Context: an optimization exercise on an open-source flow, tuned for a short achievable clock period and few clock cycles. The choices shown serve that exercise and are no tape-out recipe. Only simulation tests tie the RTL to the original design; equivalence was not proved. Power and IR drop assume default switching activity.

==> design/flow/design.v <==
`default_nettype none
module qsim_csa #(
  parameter int W = 30
) (
  input  logic [W-1:0] x,
  input  logic [W-1:0] y,
  input  logic [W-1:0] z,
  output logic [W-1:0] s,
  output logic [W-1:0] c
);
  logic [W-1:0] maj;
  assign s   = x ^ y ^ z;
  assign maj = (x & y) | (x & z) | (y & z);
  assign c   = {maj[W-2:0], 1'b0};
endmodule
module qsim_benc (
  input  logic [15:0] b,
  output logic [7:0]  one,
  output logic [7:0]  two,
  output logic [7:0]  neg
);
  logic [16:0] bx;
  assign bx = {b, 1'b0};
  for (genvar k = 0; k < 8; k++) begin : g_dig
    assign one[k] = bx[2*k+1] ^ bx[2*k];
    assign two[k] = (bx[2*k+2] ^ bx[2*k+1]) & ~(bx[2*k+1] ^ bx[2*k]);
    assign neg[k] = bx[2*k+2];
  end
endmodule
module qsim_bmul #(
  parameter bit INV = 1'b0
) (
  input  logic        clk,
  input  logic [15:0] a,
  input  logic [7:0]  one_in,
  input  logic [7:0]  two_in,
  input  logic [7:0]  neg_in,
  output logic [15:0] hs,
  output logic [15:0] hc,
  output logic        cl
);
  localparam int W = 30;
  localparam logic [W-1:0] SIGN_FIX = 30'h15560000;
  logic [7:0]   one;
  logic [7:0]   two;
  logic [7:0]   neg;
  logic [17:0]  a1;
  logic [17:0]  a2;
  logic [W-1:0] v  [9];
  logic [W-1:0] l1 [6];
  logic [W-1:0] l2 [4];
  logic [W-1:0] r  [4];
  logic [W-1:0] l3 [2];
  logic [W-1:0] fs;
  logic [W-1:0] fc;
  logic [14:0]  lo;
  assign one = INV ? ~one_in : one_in;
  assign two = INV ? ~two_in : two_in;
  assign neg = INV ? ~neg_in : neg_in;
  assign a1  = {{2{a[15]}}, a};
  assign a2  = {a[15], a, 1'b0};
  for (genvar k = 0; k < 8; k++) begin : g_pp
    logic [17:0] row;
    assign row  = (({18{one[k]}} & a1) | ({18{two[k]}} & a2)) ^ {18{neg[k]}};
    assign v[k] = W'({~row[17], row[16:0]} << (2*k));
  end
  assign v[8] = SIGN_FIX
              | W'({neg[7], 1'b0, neg[6], 1'b0, neg[5], 1'b0, neg[4], 1'b0,
                    neg[3], 1'b0, neg[2], 1'b0, neg[1], 1'b0, neg[0]});
  qsim_csa #(W) u_c10 (.x(v[0]),  .y(v[1]),  .z(v[2]),  .s(l1[0]), .c(l1[1]));
  qsim_csa #(W) u_c11 (.x(v[3]),  .y(v[4]),  .z(v[5]),  .s(l1[2]), .c(l1[3]));
  qsim_csa #(W) u_c12 (.x(v[6]),  .y(v[7]),  .z(v[8]),  .s(l1[4]), .c(l1[5]));
  qsim_csa #(W) u_c20 (.x(l1[0]), .y(l1[1]), .z(l1[2]), .s(l2[0]), .c(l2[1]));
  qsim_csa #(W) u_c21 (.x(l1[3]), .y(l1[4]), .z(l1[5]), .s(l2[2]), .c(l2[3]));
  always_ff @(posedge clk) begin
    r[0] <= l2[0];
    r[1] <= l2[1];
    r[2] <= l2[2];
    r[3] <= l2[3];
  end
  qsim_csa #(W) u_c30 (.x(r[0]),  .y(r[1]),  .z(r[2]),  .s(l3[0]), .c(l3[1]));
  qsim_csa #(W) u_c40 (.x(l3[0]), .y(l3[1]), .z(r[3]), .s(fs),    .c(fc));
  assign lo = {1'b0, fs[13:0]} + {1'b0, fc[13:0]};
  always_ff @(posedge clk) begin
    hs <= fs[29:14];
    hc <= fc[29:14];
    cl <= lo[14];
  end
endmodule
module qsim_cmac (
  input  logic                    clk,
  input  logic [32-1:0] gate_data,
  input  logic [32-1:0] input_data,
  input  logic [32-1:0] scratch_data,
  input  logic                    state_sel,
  input  logic                    fwd1,
  input  logic [32-1:0] fwd1_data,
  input  logic                    fwd2,
  input  logic [32-1:0] fwd2_data,
  input  logic                    valid3,
  output logic [16-1:0]  re_s,
  output logic [16-1:0]  re_c,
  output logic                    re_b,
  output logic [16-1:0]  im_s,
  output logic [16-1:0]  im_c
);
  localparam int AW = 16;
  logic [7:0]              gr_one, gr_two, gr_neg, gi_one, gi_two, gi_neg;
  logic [7:0]              rr_one, rr_two, rr_neg, ri_one, ri_two, ri_neg;
  logic [7:0]              ii_one, ii_two, ii_neg, ir_one, ir_two, ir_neg;
  logic [32-1:0] s_q;
  logic [AW-1:0] rr_s, rr_c, ii_s, ii_c, ri_s, ri_c, ir_s, ir_c;
  logic          rr_l, ii_l, ri_l, ir_l;
  logic [AW-1:0] re1_s, re1_c, im1_s, im1_c;
  logic [AW-1:0] re2_s, re2_c, im2_s, im2_c;
  qsim_benc u_enc_r (.b(gate_data[31:16]), .one(gr_one), .two(gr_two), .neg(gr_neg));
  qsim_benc u_enc_i (.b(gate_data[15:0]),  .one(gi_one), .two(gi_two), .neg(gi_neg));
  always_ff @(posedge clk) begin
    rr_one <= gr_one;
    rr_two <= gr_two;
    rr_neg <= gr_neg;
    ri_one <= ~gr_one;
    ri_two <= ~gr_two;
    ri_neg <= ~gr_neg;
    ii_one <= gi_one;
    ii_two <= gi_two;
    ii_neg <= gi_neg;
    ir_one <= ~gi_one;
    ir_two <= ~gi_two;
    ir_neg <= ~gi_neg;
    s_q    <= fwd1 ? fwd1_data :
              fwd2 ? fwd2_data :
              state_sel ? scratch_data : input_data;
  end
  qsim_bmul #(1'b0) u_rr (.clk(clk), .a(s_q[31:16]), .one_in(rr_one), .two_in(rr_two),
                          .neg_in(rr_neg), .hs(rr_s), .hc(rr_c), .cl(rr_l));
  qsim_bmul #(1'b0) u_ii (.clk(clk), .a(s_q[15:0]),  .one_in(ii_one), .two_in(ii_two),
                          .neg_in(ii_neg), .hs(ii_s), .hc(ii_c), .cl(ii_l));
  qsim_bmul #(1'b1) u_ri (.clk(clk), .a(s_q[15:0]),  .one_in(ri_one), .two_in(ri_two),
                          .neg_in(ri_neg), .hs(ri_s), .hc(ri_c), .cl(ri_l));
  qsim_bmul #(1'b1) u_ir (.clk(clk), .a(s_q[31:16]), .one_in(ir_one), .two_in(ir_two),
                          .neg_in(ir_neg), .hs(ir_s), .hc(ir_c), .cl(ir_l));
  qsim_csa #(AW) u_re1 (.x(rr_s),  .y(rr_c),  .z(~ii_s), .s(re1_s), .c(re1_c));
  qsim_csa #(AW) u_re2 (.x(re1_s), .y({re1_c[AW-1:1], rr_l}), .z(~ii_c),
                        .s(re2_s), .c(re2_c));
  qsim_csa #(AW) u_im1 (.x(ri_s),  .y(ri_c),  .z(ir_s),  .s(im1_s), .c(im1_c));
  qsim_csa #(AW) u_im2 (.x(im1_s), .y({im1_c[AW-1:1], ri_l}), .z(ir_c),
                        .s(im2_s), .c(im2_c));
  always_ff @(posedge clk) begin
    re_s <= valid3 ? re2_s : '0;
    re_c <= valid3 ? {re2_c[AW-1:1], ~ii_l} : '0;
    re_b <= valid3;
    im_s <= valid3 ? im2_s : '0;
    im_c <= valid3 ? {im2_c[AW-1:1], ir_l} : '0;
  end
endmodule
`default_nettype wire
`default_nettype none
module qsim_top (
  input  logic                    clk,
  input  logic                    reset_n,
  input  logic                    dut_valid,
  output logic                    dut_ready,
  output logic [16-1:0] input_rd_addr,
  output logic                    input_wr_en,
  output logic [16-1:0] input_wr_addr,
  output logic [32-1:0] input_wr_data,
  input  logic [32-1:0] input_rd_data,
  output logic [16-1:0] scratch_rd_addr,
  output logic                    scratch_wr_en,
  output logic [16-1:0] scratch_wr_addr,
  output logic [32-1:0] scratch_wr_data,
  input  logic [32-1:0] scratch_rd_data,
  output logic [16-1:0] gates_rd_addr,
  input  logic [32-1:0] gates_rd_data,
  output logic                    out_wr_en,
  output logic [16-1:0] out_wr_addr,
  output logic [32-1:0] out_wr_data
);
  localparam int RAW_GAP = 5;
  localparam int AW      = 16;
  logic ready_q;
  logic busy;
  logic done_wb;
  logic accept;
  assign dut_ready = ready_q;
  assign accept    = dut_valid & ready_q;
  always_ff @(posedge clk) begin
    if (!reset_n) begin
      ready_q <= 1'b0;
      busy    <= 1'b0;
    end else if (accept) begin
      ready_q <= 1'b0;
      busy    <= 1'b1;
    end else if (done_wb) begin
      ready_q <= 1'b1;
      busy    <= 1'b0;
    end else begin
      ready_q <= ~busy;
    end
  end
  logic        first;
  logic [2:0]  q_reg;
  logic [15:0] m_reg;
  logic [15:0] mm1_reg;
  logic [3:0]  mask_reg;
  logic [2:0]  stall_reg;
  logic        hdr_q0;
  assign hdr_q0 = (input_rd_data[18:16] == 3'd0);
  always_ff @(posedge clk) begin
    if (first) begin
      q_reg    <= input_rd_data[18:16];
      m_reg    <= input_rd_data[15:0];
      mm1_reg  <= input_rd_data[15:0] - 16'd1;
      mask_reg <= 4'((5'd1 << input_rd_data[18:16]) - 5'd1);
      case (input_rd_data[18:16])
        3'd0:    stall_reg <= 3'((RAW_GAP > 1)  ? RAW_GAP - 1  : 0);
        3'd1:    stall_reg <= 3'((RAW_GAP > 2)  ? RAW_GAP - 2  : 0);
        3'd2:    stall_reg <= 3'((RAW_GAP > 4)  ? RAW_GAP - 4  : 0);
        3'd3:    stall_reg <= 3'((RAW_GAP > 8)  ? RAW_GAP - 8  : 0);
        default: stall_reg <= 3'((RAW_GAP > 16) ? RAW_GAP - 16 : 0);
      endcase
    end
  end
  logic        iss;
  logic [15:0] ga;
  logic [3:0]  jc;
  logic [4:0]  ja;
  logic [3:0]  ic;
  logic [15:0] kc;
  logic [2:0]  st;
  logic        row_end;
  logic        pass_end;
  logic        stop;
  logic        iv;
  assign row_end  = first ? hdr_q0 : (jc == mask_reg);
  assign pass_end = first ? hdr_q0 : ((jc == mask_reg) && (ic == mask_reg));
  assign stop     = ~first & ((m_reg == 16'd0) | (kc == m_reg));
  assign iv       = iss & (st == 3'd0) & ~stop;
  always_ff @(posedge clk) begin
    if (!reset_n) begin
      iss   <= 1'b0;
      first <= 1'b0;
      ga    <= '0;
      jc    <= '0;
      ja    <= '0;
      ic    <= '0;
      kc    <= '0;
      st    <= '0;
    end else if (accept) begin
      iss   <= 1'b1;
      first <= 1'b1;
      ga    <= '0;
      jc    <= '0;
      ja    <= 5'd1;
      ic    <= '0;
      kc    <= '0;
      st    <= '0;
    end else if (iss) begin
      first <= 1'b0;
      if (stop) begin
        iss <= 1'b0;
        ga  <= '0;
        jc  <= '0;
        ja  <= '0;
      end else if (st != 3'd0) begin
        st <= st - 3'd1;
      end else begin
        ga <= ga + 16'd1;
        if (row_end) begin
          jc <= '0;
          ja <= 5'd1;
          if (pass_end) begin
            ic <= '0;
            kc <= kc + 16'd1;
            st <= first ? 3'((RAW_GAP > 1) ? RAW_GAP - 1 : 0) : stall_reg;
          end else begin
            ic <= ic + 4'd1;
          end
        end else begin
          jc <= jc + 4'd1;
          ja <= ja + 5'd1;
        end
      end
    end
  end
  assign gates_rd_addr   = ga;
  assign input_rd_addr   = {11'd0, ja};
  assign scratch_rd_addr = {12'd0, jc};
  logic        t1_v, t1_first, t1_j0, t1_jl, t1_pe, t1_par;
  logic [3:0]  t1_i;
  logic [3:0]  t1_j;
  logic [15:0] t1_k;
  logic [9:0]  t2, t3, t4, t5;
  logic        t1_kill;
  logic        t1_last;
  always_ff @(posedge clk) begin
    if (!reset_n) begin
      t1_v     <= 1'b0;
      t1_first <= 1'b0;
    end else begin
      t1_v     <= iv;
      t1_first <= first;
    end
    t1_j0  <= (jc == 4'd0);
    t1_jl  <= row_end;
    t1_pe  <= pass_end;
    t1_par <= kc[0];
    t1_i   <= ic;
    t1_j   <= jc;
    t1_k   <= kc;
  end
  assign t1_kill = t1_first & (m_reg == 16'd0);
  assign t1_last = t1_pe & (t1_k == mm1_reg);
  always_ff @(posedge clk) begin
    if (!reset_n) begin
      t2 <= '0;
      t3 <= '0;
      t4 <= '0;
      t5 <= '0;
    end else begin
      t2 <= {t1_v & ~t1_kill, t1_j0, t1_jl, t1_par, t1_last,
             (t1_v & ~t1_kill & t1_last) | t1_kill, t1_i};
      t3 <= t2;
      t4 <= t3;
      t5 <= t4;
    end
  end
  logic [AW-1:0] re_s, re_c, im_s, im_c;
  logic          re_b;
  logic          fwd1, fwd2;
  logic          we_out_d;
  logic [31:0]   wd, wd_d;
  logic [3:0]    wa, wa_d;
  logic          wd_par, wd_par_d;
  assign fwd1 = we_out   & (wa   == t1_j) & (wd_par   != t1_par);
  assign fwd2 = we_out_d & (wa_d == t1_j) & (wd_par_d != t1_par);
  qsim_cmac u_cmac (
    .clk          (clk),
    .gate_data    (gates_rd_data),
    .input_data   (input_rd_data),
    .scratch_data (scratch_rd_data),
    .state_sel    (t1_par),
    .fwd1         (fwd1),
    .fwd1_data    (wd),
    .fwd2         (fwd2),
    .fwd2_data    (wd_d),
    .valid3       (t4[9]),
    .re_s         (re_s),
    .re_c         (re_c),
    .re_b         (re_b),
    .im_s         (im_s),
    .im_c         (im_c)
  );
  logic          ta_v, ta_jl, ta_par, ta_done;
  logic [3:0]    ta_i;
  logic          keep;
  logic [AW-1:0] acc_re, acc_im;
  logic [AW-1:0] cr_s, cr_c, ci_s, ci_c;
  logic [AW-1:0] sum_re, sum_im;
  logic          we_out, we_scr, we_in;
  logic [4:0]    wai;
  assign ta_v    = t5[9];
  assign ta_jl   = t5[7];
  assign ta_par  = t5[6];
  assign ta_done = t5[4];
  assign ta_i    = t5[3:0];
  qsim_csa #(AW) u_acc_re (.x(acc_re), .y(re_s), .z(re_c), .s(cr_s), .c(cr_c));
  qsim_csa #(AW) u_acc_im (.x(acc_im), .y(im_s), .z(im_c), .s(ci_s), .c(ci_c));
  assign sum_re = cr_s + {cr_c[AW-1:1], re_b};
  assign sum_im = ci_s + ci_c;
  assign keep   = busy & ~(ta_v & ta_jl);
  always_ff @(posedge clk) begin
    acc_re   <= keep ? sum_re : '0;
    acc_im   <= keep ? sum_im : '0;
    wd       <= {sum_re, sum_im};
    wa       <= ta_i;
    wai      <= {1'b0, ta_i} + 5'd1;
    wd_par   <= ta_par;
    wd_d     <= wd;
    wa_d     <= wa;
    wd_par_d <= wd_par;
  end
  always_ff @(posedge clk) begin
    if (!reset_n) begin
      we_out   <= 1'b0;
      we_out_d <= 1'b0;
      we_scr   <= 1'b0;
      we_in    <= 1'b0;
      done_wb  <= 1'b0;
    end else begin
      we_out   <= ta_v & ta_jl;
      we_out_d <= we_out;
      we_scr   <= ta_v & ta_jl & ~ta_par;
      we_in    <= ta_v & ta_jl & ta_par;
      done_wb  <= ta_done;
    end
  end
  assign out_wr_en       = we_out;
  assign out_wr_addr     = {12'd0, wa};
  assign out_wr_data     = wd;
  assign scratch_wr_en   = we_scr;
  assign scratch_wr_addr = {12'd0, wa};
  assign scratch_wr_data = wd;
  assign input_wr_en     = we_in;
  assign input_wr_addr   = {11'd0, wai};
  assign input_wr_data   = wd;
endmodule
`default_nettype wire
==> design/flow/run.sh <==
#!/bin/bash
# synth_recipe.tcl (not shown) runs the flow's synth.tcl, then flattens the netlist and writes it again
# the make line also repeats each setting of config.mk as NAME=value (left out here)
make -C /OpenROAD-flow-scripts/flow DESIGN_CONFIG=/design/flow/config.mk WORK_HOME=/design/flow/orfs CLKGATE_MAP_FILE= SYNTH_SCRIPT=/design/flow/synth_recipe.tcl finish
==> design/flow/config.mk <==
export PLATFORM = sky130hd
export DESIGN_NAME = qsim_top
export DESIGN_NICKNAME = qsim_top
export VERILOG_FILES = /design/flow/design.v
export SDC_FILE = /design/flow/constraint.sdc
export NUM_CORES = 4
export LEC_CHECK = 0
export ABC_CLOCK_PERIOD_IN_PS = 1500
export CAP_MARGIN = 20
export CORE_MARGIN = 2
export CORE_UTILIZATION = 55
export SETUP_SLACK_MARGIN = 5
export SLEW_MARGIN = 20
==> design/flow/constraint.sdc <==
create_clock -name core_clock -period 7.5 [get_ports {clk}]
set_input_delay 1.5000 -clock core_clock [delete_from_list [all_inputs] [get_ports {clk}]]
set_output_delay 1.5000 -clock core_clock [all_outputs]
set_load 0.01 [all_outputs]
==> results of run 1 <==
cells by family (layout without fill, tap and decap cells):
family / Yosys count / after routing / share of synthesized area
and+or+nand+nor: 547 / 550 / 0.0568
buffers and inverters: 923 / 1149 / 0.0787
xor gates and xnor gates: 673 / 673 / 0.118
adders and majority gates: 714 / 714 / 0.246
other: 1 / 59 / 0.0000748
DFF: 956 / 956 / 0.389
muxes: 46 / 46 / 0.00923
AOI/OAI and AO/OA: 771 / 772 / 0.102
critical path, delay by kind of cell (launching register included):
family                 cells  cell delay [ns]
buffers and inverters      2             0.25
DFF                        1             0.39
Yosys cell counts (39+ instances only):
cell,number
dfxtp_1,917
xnor2_1,512
inv_1,475
fa_1,452
clkbuf_1,290
ha_1,262
o22ai_1,244
a22oi_1,242
xor2_1,161
buf_4,127
nand2_1,124
nor2_1,102
and2_1,91
a21oi_1,88
o21ai_0,73
mux2i_1,44
nand3_1,40
edfxtp_1,39
nor2b_1,39
timing repair:
item / CTS / global route
hold buffers: 0 / 0
hold endpoints to repair: 0 / 0
resized for setup: 929 / 178
gates cloned: 3 / 2
pin swaps: 31 / 53
buffers inserted: 165 / 38
setup endpoints to repair: 427 / 306
how the worst max path moves through the flow:
stage                  endpoint  slack [ns]  cells after the start               from
2_1_floorplan            kc[14]        4.41                      7  input_rd_data[16]
6_report       input_wr_data[3]        4.67                      2              wd[3]
3_5_place_dp              kc[6]        3.33                      6  input_rd_data[16]
3_3_place_gp              kc[6]        3.41                      6  input_rd_data[16]
4_1_cts        input_wr_data[5]        4.61                      2              wd[5]
5_1_grt        input_wr_data[5]        4.65                      2              wd[5]
power breakdown:
group / switching (mW) / total (mW) / internal, mW
Sequential: 0.898 / 7.39 / 6.49
Combinational: 3.47 / 6.61 / 3.13
Clock: 2.11 / 5.12 / 3.00
final cells by class:
| type | instances | area, um^2 |
|---|---|---|
| clock buffer | 150 | 2980 |
| antenna | 1 | 2.50 |
| fill | 7141 | 31000 |
| tap | 1176 | 1470 |
| clock inverter | 37 | 462 |
| multi-input combinational | 2813 | 27600 |
| sequential | 956 | 19800 |
| inverter | 475 | 1910 |
| timing repair buffer | 487 | 4900 |
per-stage QoR:
step	utilization	cells
final	0.656	6095
after global routing	0.656	6094
after CTS	0.645	6054
after detailed placement	0.583	5699
after floorplan	-	4688
after global placement	0.583	5699
layer usage:
layer / vias up / share of wire
met1: 16794 / 0.44
met2: 1295 / 0.47
met4: 4 / 0.027
li1: 15427 / -
met5: - / 0.00027
met3: 216 / 0.067
==> results.txt, run 1 <==
status=finished clean; critical-path cell list=buf_12 -> buf_6; Initial Util=0.556; LEAKAGE=approximately 25 nW; vias in the first global route=34475; Worst path max stage delay=a little under 0.4 ns; Clock Path Buffers=3; total grt overflow=0; average cell area after synthesis=~11 um^2; Via density=around 5.5; Die Area=~94000 um^2; CTS root buf=clkbuf_16; f_max=354 MHz; gr usage total=0.284; DRT Pass-1 Iters=6; total of max-cap violations=0; Place WS=around 3.3 ns; VDD IR max=~0.00024 V; yosys warns=18; first-pass GRT wire length=around 200000 um; Setup Crit Path Kind=reg2out; Post-DRT Antenna Nets=0; final setup TNS=0 ns; Setup Skew=0.0188 ns; mapped cell area=between 50000 and 60000 um^2; design area=59100 um^2; Slew Limit Fails=0; Worst Path Required=around 6 ns; placed standard-cell area=52500 um^2; EDFF count, synth=39; DPL Wire Length=90300 um; Die X=a little over 300 um; met2 track demand over resource=0.467; crit path max fanout=4; num ports=approximately 300; Skew-Pair Late Insertion Delay=0.69 ns; Initial DRC Count=2856; IO Port Bufs=236; sequential-to-total area share from yosys stat=0.389; Slowest cell on crit path=dfxtp_4; synth-to-layout area growth=17.9%; Yosys top cell by area=dfxtp_1; clock sink count=956; #FFs+latches synth=about 960; post-synth cell types=68; commonest non-fill, non-tap cell in the layout=dfxtp_1; Hold Startpoint=wd_par; CTS tree=built; Synth top area share=0.366; worst setup margin=around 4.7 ns; ys flop type=dfxtp_1; fin crit share=0.377; Synth Instances=~4600; Most Used Layer, Global Route=met2; Power per Cell Area=~320 nW/um^2; most frequent cells in the layout=dfxtp_1, xnor2_1, fa_1; H-tree depth=3; nets@finish=between 5000 and 6000; Worst EP arrival=1.33 ns; CP Capture Type=primary output; met1 Resource Use GR=0.389; num rows=110; cell count of the worst hold path=0; Detailed Route WL=~130000 um; worst hold slack=~0.36 ns; Hold Crit Endpoint=wd_par_d; post-synthesis async set-or-reset flop share=0; R2R Setup Slk=around 4.8 ns; Die Height=a little over 300 um; FF-to-FF End=acc_re[10]; Worst R2R Start=u_cmac.re_s[0]; share of layout cells above drive strength 1=0.168; overall power=about 19 mW; Worst-path clk slew=0.07 ns; Area contributors post-synth=dfxtp_1, fa_1, xnor2_1, ha_1, a22oi_1; DR vias=33736; minimum clock period=about 2.8 ns; worst-margin pin slew=roughly 1.2 ns; Worst setup SP type=flop; largest net degree at the start of global routing=between 60 and 70; RePlAce Congestion=approximately 0.85; initial antenna violation count=5; RSZ-0062 raised after global routing=yes; R2R depth=10; Routed WL per cell=21.8 um; DRC errors left=0; Hold/Removal Path Class=reg2reg; Slew HR=0.221; final count of hold timing violations=0; grt met3 use=0.0421; Core ar.=between 90000 and 100000 um^2; Final setup viols=0; Num CTS Buffers=a little over 100
Testbench counts, summed over its fixed seeds: cycles 42,501.
==> inputs of run 2 (changes only) <==
--- a/design/flow/config.mk
+++ b/design/flow/config.mk
@@ -9,5 +9,7 @@
 export CAP_MARGIN = 20
 export CORE_MARGIN = 2
 export CORE_UTILIZATION = 55
+export CTS_CLUSTER_DIAMETER = 100
+export CTS_CLUSTER_SIZE = 20
 export SETUP_SLACK_MARGIN = 5
 export SLEW_MARGIN = 20
==> run 2 against run 1 <==
Net effect: maximum frequency is 1.1% higher; sequential share of layout area is 1.0 points higher; utilization is 1.9 points lower; synthesized cell count stayed put; critical path depth stayed put; combinational power hardly changed; final cell count is 1.8% lower; clock-buffer cell count is 84 lower; clock power is about 40% lower; flip-flop and latch count stayed put; critical path type unchanged; largest cell class unchanged.
==> results.txt, run 2 <==
DPL Wire Length=90300 um (unchanged); Setup Crit Path Kind=reg2out; num rows=110 (unchanged); f_max=358 MHz (+1.1%); most frequent cells in the layout=dfxtp_1, xnor2_1, fa_1; yosys warns=18 (unchanged); nets@finish=5607 (-0.73%); #FFs+latches synth=956 (unchanged); vias in the first global route=33913 (-1.6%); CP Capture Type=primary output; CTS root buf=clkbuf_16; status=finished clean; Routed WL per cell=22.0 um (+0.66%); final count of hold timing violations=0 (unchanged); Detailed Route WL=131000 um (-1.1%); Slew Limit Fails=0 (unchanged); Worst EP arrival=1.29 ns (-0.04 ns); combinational share of power=0.388 (+0.042); crit path max fanout=3 (-1); DRC errors left=0 (unchanged); Synth top area share=0.366 (unchanged); Net Switching=6.05 mW (-6.7%); worst path bufs/invs=2 (unchanged); Clock Path Buffers=3 (unchanged); total grt overflow=0 (unchanged); R2R Setup Slk=4.80 ns (-0.03 ns); Worst path max stage delay=0.37 ns (-0.02 ns); worst-margin pin slew=1.10 ns (-0.0670 ns); Yosys top cell by area=dfxtp_1; Setup Skew=0.0386 ns (+0.0197 ns); gr usage total=0.280 (-0.00381); sequential-to-total area share from yosys stat=0.389 (unchanged); total of max-cap violations=0 (unchanged); Worst setup SP type=flop; Die Area=93600 um^2 (unchanged); IO Port Bufs=236 (unchanged); Die Height=306 um (unchanged); share of layout cells above drive strength 1=0.152 (-0.0161); Die X=306 um (unchanged); fin crit share=0.373 (-0.00418); Seq pwr share=0.433 (+0.046); synth-to-layout area growth=14.5%; initial antenna violation count=5 (unchanged); DR vias=33269 (-1.4%); minimum clock period=2.79 ns (-0.0313 ns); final setup TNS=0 ns (unchanged); mapped cell area=50100 um^2 (unchanged); first-pass GRT wire length=203000 um (-1.1%); post-synthesis async set-or-reset flop share=0 (unchanged); Initial DRC Count=2598 (-9.0%); Synth Instances=4631 (unchanged); Num CTS Buffers=54 (-47%); Slowest cell on crit path=dfxtp_4; largest net degree at the start of global routing=67 (unchanged); num ports=295 (unchanged); Skew-Pair Late Insertion Delay=0.67 ns (-0.02 ns); clock sink count=956 (unchanged); commonest non-fill, non-tap cell in the layout=dfxtp_1; RePlAce Congestion=0.851 (unchanged); EDFF count, synth=39 (unchanged); RSZ-0062 raised after global routing=yes; VDD IR max=0.000219 V (-9.7%); Core Util, Final=0.637 (-0.0189); Int Pwr=11.0 mW (-13%); most instantiated library cell after synthesis=dfxtp_1; Core ar.=90100 um^2 (unchanged); CTS tree=built; FILL cells=7369 (+3.2%); Hold/Removal Path Class=reg2reg; Worst Path Required=6.00 ns (about the same); Final setup viols=0 (unchanged); average cell area after synthesis=10.8 um^2 (unchanged); Via density=5.56 (+0.41%); Net Sw Frac=0.355 (+0.0157); Area contributors post-synth=dfxtp_1, fa_1, xnor2_1, ha_1, a22oi_1; Synth top cells by count=dfxtp_1, xnor2_1, inv_1, fa_1, clkbuf_1; Clk pwr share=0.180 (-0.088); ys flop type=dfxtp_1; Worst-path clk slew=0.08 ns (about the same); DRT Pass-1 Iters=6 (unchanged); CP top delay family=flip-flops; H-tree depth=2 (-1); LEAKAGE=24.2 nW (-3.3%); Initial Util=0.556 (unchanged); Slew HR=0.266 (+0.0447); critical-path cell list=buf_8 -> buf_6; Power per Cell Area=297 nW/um^2 (-8.2%); post-synth cell types=68 (unchanged); Post-DRT Antenna Nets=0 (unchanged)
[run 2: cell types whose count changed in the layout (fill, tap and decap cells not counted), moves of 6 or more]
cell	before	now
buf_12	24	38
clkinvlp_4	41	33
clkbuf_1	26	11
clkinv_2	12	0
bufinv_16	7	1
clkbuf_16	104	55
buf_6	182	173
clkbuf_8	20	0
[run 2: cell type report]
type / count / area (um^2) / share of cell area
antenna: 2 / 5.00 / 0.0000872
timing repair buffer: 495 / 5150 / 0.0898
multi-input combinational: 2812 / 27600 / 0.480
clock buffer: 66 / 1420 / 0.0247
inverter: 475 / 1910 / 0.0333
clock inverter: 4 / 82.6 / 0.00144
tap: 1176 / 1470 / 0.0256
sequential: 956 / 19800 / 0.345
[run 2: logic make-up (layout without fill, tap and decap cells)]
group	count (synthesis)	after routing	share of synthesized area
mux	46	46	0.00923
xor+xnor	673	673	0.118
compound gates	771	772	0.102
flops	956	956	0.389
fa+ha+maj	714	714	0.246
simple gates	547	549	0.0568
other cells	1	60	0.0000748
buf+inv	923	1040	0.0787
[run 2: worst reg2reg max path, stage by stage (launching register included)]
cell      delay, ns
dfxtp_2        0.33
fa_1           0.52
ha_4           0.19
fa_2           0.34
a211o_1        0.29
o211ai_1       0.18
a211oi_2       0.16
nor3_2         0.21
buf_4          0.17
xnor2_2        0.07
and2_1         0.14
[run 2: path summary, 6_finish.rpt]
check,start,endpoint,depth (start not counted)
max,wd[7],input_wr_data[7],2
min,wd_par,wd_par_d,0
max reg2reg,u_cmac.im_c[1],acc_im[11],10
min reg2reg,wd_par,wd_par_d,0
[run 2: layer usage]
metal,GRT usage,routed length [um],vias to the layer above,part of all wire
li1,-,-,15266,-
met1,0.389,57600,16564,0.44
met2,0.457,61900,1232,0.47
met3,0.0381,8260,205,0.063
met4,0.0848,3600,2,0.027
met5,0,13,-,0.000099
[run 2: power groups by stage]
stage | Combinational, mW | Sequential, mW | Clock [mW]
after floorplan | 4.58 | 7.08 | 0
after global placement | 6.31 | 7.51 | 0
after detailed placement | 6.43 | 7.53 | 0
after CTS | 6.64 | 7.39 | 3.15
after global routing | 7.75 | 7.52 | 3.33
final | 6.60 | 7.37 | 3.06
[run 2: timing repair]
item	4_1_cts	5_1_grt
gates resized for setup	945	171
hold buffers	0	0
pin swaps	33	55
gates cloned	3	1
buffers inserted	173	38
hold endpoints to repair	0	0
endpoints found under the setup margin	426	312
[run 2: through the flow]
| stage | std cells | cell area (um^2) | worst slack (ns) | hold slack [ns] | power [mW] |
|---|---|---|---|---|---|
| after CTS | 5945 | 56400 | 4.64 | 0.368 | 17.2 |
| after floorplan | 4688 | 50500 | 4.41 | 0.329 | 11.7 |
| after global routing | 5984 | 57400 | 4.67 | 0.380 | 18.6 |
| after detailed placement | 5699 | 52500 | 3.33 | 0.356 | 14.0 |
| final | 5986 | 57400 | 4.71 | 0.367 | 17.0 |
| after global placement | 5699 | 52500 | 3.41 | 0.359 | 13.8 |
==> inputs of run 3 (changes only) <==
==> design/flow/config.mk (replaced) <==
export PLATFORM = sky130hd
export DESIGN_NAME = qsim_top
export DESIGN_NICKNAME = qsim_top
export VERILOG_FILES = /design/flow/design.v
export SDC_FILE = /design/flow/constraint.sdc
export NUM_CORES = 4
export LEC_CHECK = 0
export ABC_CLOCK_PERIOD_IN_PS = 2000
export CAP_MARGIN = 20
export CORE_MARGIN = 2
export CORE_UTILIZATION = 40
export SETUP_SLACK_MARGIN = 5
export SLEW_MARGIN = 20
==> run 3 against run 2 <==
Net effect: still clean on timing, DRC and antenna; clock skew shrank 0.012 ns; register-to-register slack lost 0.07 ns; area after synthesis is the same; via count grew 1.1%; critical path depth is the same; routed wire length grew 2.5%; clock power grew 74%; worst hold slack lost 0.0050 ns; global-route usage shrank 7.0 points.
==> results.txt, run 3 <==
status=finished clean; #FFs+latches synth=956 (unchanged); RSZ-0062 raised after global routing=yes; most instantiated library cell after synthesis=dfxtp_1; Synth top area share=0.366 (unchanged); Via density=5.13 (-7.7%); placed cells=6157 (+8.0%); Clock Path Buffers=3 (unchanged); LEAKAGE=25.2 nW (+4.1%); final setup TNS=0 ns (unchanged); average cell area after synthesis=10.8 um^2 (unchanged); Net Sw Frac=0.340 (-0.0150); Synth Instances=4631 (unchanged); Worst-path clk slew=0.06 ns (-0.02 ns); Post-DRT Antenna Nets=0 (unchanged); Core ar.=124000 um^2 (+38%); Routed WL per cell=20.5 um (-6.5%); Net Switching=6.61 mW (+9.2%); Worst EP arrival=1.35 ns (+0.06 ns); RePlAce Congestion=0.852 (+0.12%); num rows=129 (+17%); Slew Limit Fails=0 (unchanged); Setup crit end=input_wr_data[6]; Power per Cell Area=324 nW/um^2 (+9.1%); yosys warns=18 (unchanged); fin crit share=0.379 (+0.00684); Worst R2R Start=u_cmac.re_s[0]; total grt overflow=0 (unchanged); Worst Path Required=6.00 ns (about the same); Setup Crit Path Kind=reg2out; clock sink count=956 (unchanged); combinational share of power=0.343 (-0.045); Skew-Pair Late Insertion Delay=0.70 ns (+0.03 ns); DRT Pass-1 Iters=6 (unchanged); Hold/Removal Path Class=reg2reg; vias in the first global route=34686 (+2.3%); sequential-to-total area share from yosys stat=0.389 (unchanged); Setup Skew=0.0265 ns (-0.0121 ns); worst setup margin=4.65 ns (-0.0513 ns); first-pass GRT wire length=208000 um (+2.5%); Slew HR=0.262 (-0.00392); DPL Wire Length=92800 um (+2.7%); f_max=351 MHz (-1.8%); Int Pwr=12.8 mW (+17%); most frequent cells in the layout=dfxtp_1, xnor2_1, fa_1; EDFF count, synth=39 (unchanged); post-synthesis async set-or-reset flop share=0 (unchanged); total of max-cap violations=0 (unchanged); Num CTS Buffers=103 (+91%); R2R Setup Slk=4.73 ns (-0.07 ns); ys flop type=dfxtp_1; DRC errors left=0 (unchanged); post-synth cell types=68 (unchanged); num ports=295 (unchanged); gr usage total=0.210 (-0.0702); minimum clock period=2.85 ns (+0.0513 ns); Synth top cells by count=dfxtp_1, xnor2_1, inv_1, fa_1, clkbuf_1; Area contributors post-synth=dfxtp_1, fa_1, xnor2_1, ha_1, a22oi_1; Worst setup SP type=flop; Die X=358 um (+17%); share of layout cells above drive strength 1=0.170 (+0.0184); placed standard-cell area=53100 um^2 (+1.1%); commonest non-fill, non-tap cell in the layout=dfxtp_1; synth-to-layout area growth=19.8%; H-tree depth=3 (+1); mapped cell area=50100 um^2 (unchanged); Seq pwr share=0.383 (-0.050); Final setup viols=0 (unchanged); worst-margin pin slew=1.11 ns (+0.00587 ns); Detailed Route WL=135000 um (+2.5%); crit path max fanout=3 (unchanged); Clk pwr share=0.274 (+0.094); CTS root buf=clkbuf_16; Initial DRC Count=2672 (+2.8%); Initial Util=0.404 (-0.152); DR vias=33642 (+1.1%); Critical Path Start=wd[6]; Die Area=128000 um^2 (+37%); quantity of hold-fixing buffers added after cts=0 (unchanged); fin cells=6558 (+9.6%); initial antenna violation count=3 (-2); R2R depth=10 (unchanged); Die Height=358 um (+17%); Place WS=3.51 ns (+0.175 ns); CTS tree=built; design area=60100 um^2 (+4.6%); nets@finish=5644 (+0.66%); largest net degree at the start of global routing=67 (unchanged); final count of hold timing violations=0 (unchanged); VDD IR max=0.000198 V (-9.5%); FF-to-FF End=wd[30]; IO Port Bufs=236 (unchanged); CP Capture Type=primary output; Yosys top cell by area=dfxtp_1
run 3: cell types whose count changed in the layout (fill, tap and decap cells not counted), sizes merged, moves of 5 or more:
cell      before  now
clkinvlp      33   38
clkinv         2   18
buf          400  391
bufinv         1   12
clkbuf        69  150
inv          443  451
run 3: cell families (layout without fill, tap and decap cells):
group	count (synthesis)	count (layout)	synth area share
adder cells (fa/ha/maj)	714	714	0.246
XOR/XNOR	673	673	0.118
buffers and inverters	923	1152	0.0787
AO/OA/AOI/OAI	771	771	0.102
AND/OR/NAND/NOR	547	548	0.0568
other	1	61	0.0000748
flip-flops	956	956	0.389
multiplexers	46	46	0.00923
run 3: routing by layer:
metal	share of wire	global-route usage	wire length, um
met1	0.43	0.281	58000
met2	0.47	0.343	62800
met3	0.067	0.0353	8970
met4	0.036	0.0730	4880
met5	0.00019	0	26
run 3: how the worst min path moves through the flow:
stage / startpoint / end / slack [ns] / depth (start not counted)
2_1_floorplan: u_cmac.ii_neg[0] / u_cmac.u_ii.r[2][0] / 0.33 / 0
3_3_place_gp: wd_par / wd_par_d / 0.36 / 0
3_5_place_dp: wd_par / wd_par_d / 0.36 / 0
4_1_cts: t5[1] / wa[1] / 0.36 / 0
5_1_grt: t5[1] / wa[1] / 0.37 / 0
6_report: t5[1] / wa[1] / 0.36 / 0
run 3: repair_timing:
action,in CTS,in global routing
resized for setup,1002,149
endpoints found under the setup margin,412,306
buffers inserted,175,28
cloned,3,0
pin swaps,53,60
run 3: final cells by class:
type                       count  area, um^2
fill                       11069       64100
multi-input combinational   2810       27700
sequential                   956       19800
timing repair buffer         485        4960
clock buffer                 148        2950
tap                         1637        2050
inverter                     475        1910
clock inverter                44         613
antenna                        3        7.51
run 3: through the flow:
stage,power (mW),util,hold WS (ns)
6_report,19.4,0.484,0.362
5_1_grt,21.1,0.484,0.368
2_1_floorplan,11.7,-,0.329
4_1_cts,19.5,0.477,0.362
3_3_place_gp,13.8,0.428,0.356
3_5_place_dp,14.0,0.428,0.358
run 3: power groups by stage:
stage	sequential (mW)	clock (mW)	combinational (mW)
3_5_place_dp	7.57	0	6.38
3_3_place_gp	7.55	0	6.22
5_1_grt	7.57	5.65	7.84
4_1_cts	7.46	5.43	6.62
6_report	7.43	5.33	6.67
2_1_floorplan	7.08	0	4.58
run 3: worst max-delay path, stage by stage, from the launching register on:
cell and delay [ns]:
dfxtp_4 0.38, buf_12 0.14, buf_8 0.13

[separate check: timing with driven ports]
The flow's constraints put no driver on any port. The routed layouts listed below were extracted and timed again, unchanged, in two steps.
Step 1 sets driving cells, clkbuf_16 on the clock port and buf_2 on the other inputs (assumed; they add their load-dependent delay and slew).
Step 2, shift: input delay + t, output delay - t, t = (earliest + latest rising clock arrival at the registers) / 2. This alone moves slack from input paths to output paths.
a / b / c = ideal ports / drivers / drivers and shift; a / b = the first two.
| run | shift t [ns] | slack for setup (ns) | worst register clock-pin slew, ns |
|---|---|---|---|
| run 1 | 0.744 | 4.674 / 4.610 / 4.176 | 0.07 / 0.07 |
| run 2 | 0.725 | 4.705 / 4.634 / 4.163 | 0.09 / 0.09 |
| run 3 | 0.757 | 4.654 / 4.584 / 4.069 | 0.07 / 0.07 |
After both steps setup and hold are still met in every run listed. For run 3, which loses most, drivers alone change the setup slack by -0.070 ns; drivers and shift together by -0.585 ns.
